This is an optimization exercise on Yosys and OpenROAD, whose aim is small area, not a production implementation.
Only simulation tests tie the RTL to the original design; equivalence was not proved.
No activity file was given, so power comes from the tool's default toggle rates.

// memory_writer
module memory_writer (
    input  logic                                CLK,
    input  logic                                RESET,
    input  mw_pkg::word_t                       s_tdata,
    input  logic                                s_tvalid,
    output logic                                s_tready,
    output mw_pkg::aw_beat_t                    aw,
    output logic                                awvalid,
    input  logic                                awready,
    output logic [2:0]                          awsize,
    output logic [1:0]                          awburst,
    output mw_pkg::w_beat_t                     w,
    output logic                                wvalid,
    input  logic                                wready,
    output logic [mw_pkg::BYTES_PER_WORD-1:0]   wstrb,
    input  logic                                bvalid,
    output logic                                bready,
    input  mw_pkg::mem_cfg_t                    cfg,
    input  logic                                run,
    input  logic                                stop,
    output logic                                status,
    output logic                                done,
    output mw_pkg::bytes_t                      transmitted_bytes,
    output mw_pkg::addr_t                       current_address
);
export LEC_CHECK = 0
export CAP_MARGIN = 20
export CORE_MARGIN = 2
export CORE_UTILIZATION = 55
export CTS_CLUSTER_DIAMETER = 100
export CTS_CLUSTER_SIZE = 30
export SLEW_MARGIN = 20
export SYNTH_HIERARCHICAL = 1
export SYNTH_MINIMUM_KEEP_SIZE = 0
create_clock -name core_clock -period 6.0 [get_ports {CLK}]
standard.sh (not shown) runs the stock make flow with config.mk's settings and CLKGATE_MAP_FILE= SYNTH_SCRIPT=/design/flow/synth_recipe.tcl, a recipe that flattens the netlist after the stock synthesis.
==> flow/flow/run.sh <==
#!/bin/bash
# The standard layout (standard.sh) with three changes:
#  - port buffers use the smallest buffer cell instead of clkdlybuf4s50_1;
#  - clock tree synthesis inserts no dummy loads;
#  - after global routing, gates with spare slack are downsized
#    (ORFS's power recovery step, RECOVER_POWER).
# Everything else, including synthesis, floorplan, power grid and tap
# cells, is the standard flow. make's full output goes to standard.log;
# ORFS keeps each step's log under orfs/logs/.
set -euo pipefail
cd "$(dirname "$0")/.."
export BUFFER_PORTS_ARGS="-buffer_cell sky130_fd_sc_hd__buf_1"
export CTS_ARGS="-sink_clustering_enable -repair_clock_nets -dont_use_dummy_load -sink_clustering_size 30 -sink_clustering_max_diameter 100"
export RECOVER_POWER=100
bash standard.sh > standard.log 2>&1
The first run completed and failed the layout checks on capacitance limit, slew limit.
Next try:
==> flow/run.sh (new file) <==
#!/bin/bash
# synth_recipe.tcl (not shown) runs the flow's synth.tcl, then flattens the netlist and writes it again
# the make line also repeats each setting of config.mk as NAME=value (left out here)
make -C /OpenROAD-flow-scripts/flow DESIGN_CONFIG=/design/flow/config.mk WORK_HOME=/design/flow/orfs CLKGATE_MAP_FILE= SYNTH_SCRIPT=/design/flow/synth_recipe.tcl finish
CORE_UTILIZATION = 40   (was 55)
removed: flow/flow/run.sh
removed: flow/standard.sh
Result: This time the run finished with timing, DRC and antenna clean. Worst hold slack hardly moves. Flip-flop and latch count does not change. Register-to-register slack is better by 0.56 ns.
Next try:
==> flow/flow/run.sh (new file) <==
#!/bin/bash
# The standard layout (standard.sh) with two changes:
#  - port buffers use the smallest buffer cell instead of clkdlybuf4s50_1;
#  - clock tree synthesis inserts no dummy loads;
# Everything else, including synthesis, floorplan, power grid and tap
# cells, is the standard flow. make's full output goes to standard.log;
# ORFS keeps each step's log under orfs/logs/.
set -euo pipefail
cd "$(dirname "$0")/.."
export BUFFER_PORTS_ARGS="-buffer_cell sky130_fd_sc_hd__buf_1"
export CTS_ARGS="-sink_clustering_enable -repair_clock_nets -dont_use_dummy_load -sink_clustering_size 30 -sink_clustering_max_diameter 100"
bash standard.sh > standard.log 2>&1
==> flow/standard.sh (new file) <==
#!/bin/bash
# synth_recipe.tcl (not shown) runs the flow's synth.tcl, then flattens the netlist and writes it again
# the make line also repeats each setting of config.mk as NAME=value (left out here)
make -C /OpenROAD-flow-scripts/flow DESIGN_CONFIG=/design/flow/config.mk WORK_HOME=/design/flow/orfs CLKGATE_MAP_FILE= SYNTH_SCRIPT=/design/flow/synth_recipe.tcl "${@:-finish}"
CORE_UTILIZATION = 55   (was 40)
removed: flow/run.sh
Result: Register-to-register slack gets worse by 0.16 ns; worst setup slack is better by 0.41 ns; synthesized area stays the same; first-iteration DRC count falls by 4.0%; clock-buffer cell count went down by 3; clock power fell by about 12%; final area decreases by 5.2%; power is lower by 4.5%; via count went up by about 0.7%; wire length went down by 2.0%.
Next try:
==> flow/run.sh (new file) <==
#!/bin/bash
# synth_recipe.tcl (not shown) runs the flow's synth.tcl, then flattens the netlist and writes it again
# the make line also repeats each setting of config.mk as NAME=value (left out here)
make -C /OpenROAD-flow-scripts/flow DESIGN_CONFIG=/design/flow/config.mk WORK_HOME=/design/flow/orfs CLKGATE_MAP_FILE= SYNTH_SCRIPT=/design/flow/synth_recipe.tcl finish
CORE_UTILIZATION = 40   (was 55)
CTS_BUF_LIST = sky130_fd_sc_hd__clkbuf_4   (was default)
CTS_CLUSTER_DIAMETER = default   (was 100)
CTS_CLUSTER_SIZE = default   (was 30)
removed: flow/flow/run.sh
removed: flow/standard.sh
Outcome: Power came out higher by 23%; critical path depth came out higher by 1; combinational power climbs by 14%.

==> what the ideal ports hide <==
No port has a modelled driver above. Below, the same layouts with a new extraction and two added sets of constraints. Step 1 (the two cells are an assumption about what drives the block):
set clk [get_ports {CLK}]
set_driving_cell -lib_cell sky130_fd_sc_hd__clkbuf_16 $clk
set_driving_cell -lib_cell sky130_fd_sc_hd__buf_2 [delete_from_list [all_inputs] $clk]
Step 2, shift: input delay + t, output delay - t, t = (earliest + latest rising clock arrival at the registers) / 2. This alone moves slack from input paths to output paths. a / b / c = ideal / step 1 / step 2; a / b = the first two.
| run | t (ns) | setup WS [ns] | slew at the worst register clock pin (ns) | worst slew at a driven data input, ns |
|---|---|---|---|---|
| the first run | 0.682 | 0.453 / 0.389 / 0.064 | 0.11 / 0.11 | 0.07 |
| the second run | 0.754 | 0.372 / 0.304 / 0.244 | 0.11 / 0.11 | 0.09 |
| the third run | 0.685 | 0.779 / 0.715 / 0.217 | 0.11 / 0.11 | 0.08 |
| the fourth run | 1.158 | 0.221 / 0.153 / 0.191 | 0.08 / 0.08 | 0.10 |
For the third run, which loses most, drivers alone change the setup slack by -0.064 ns; drivers and shift together by -0.562 ns.
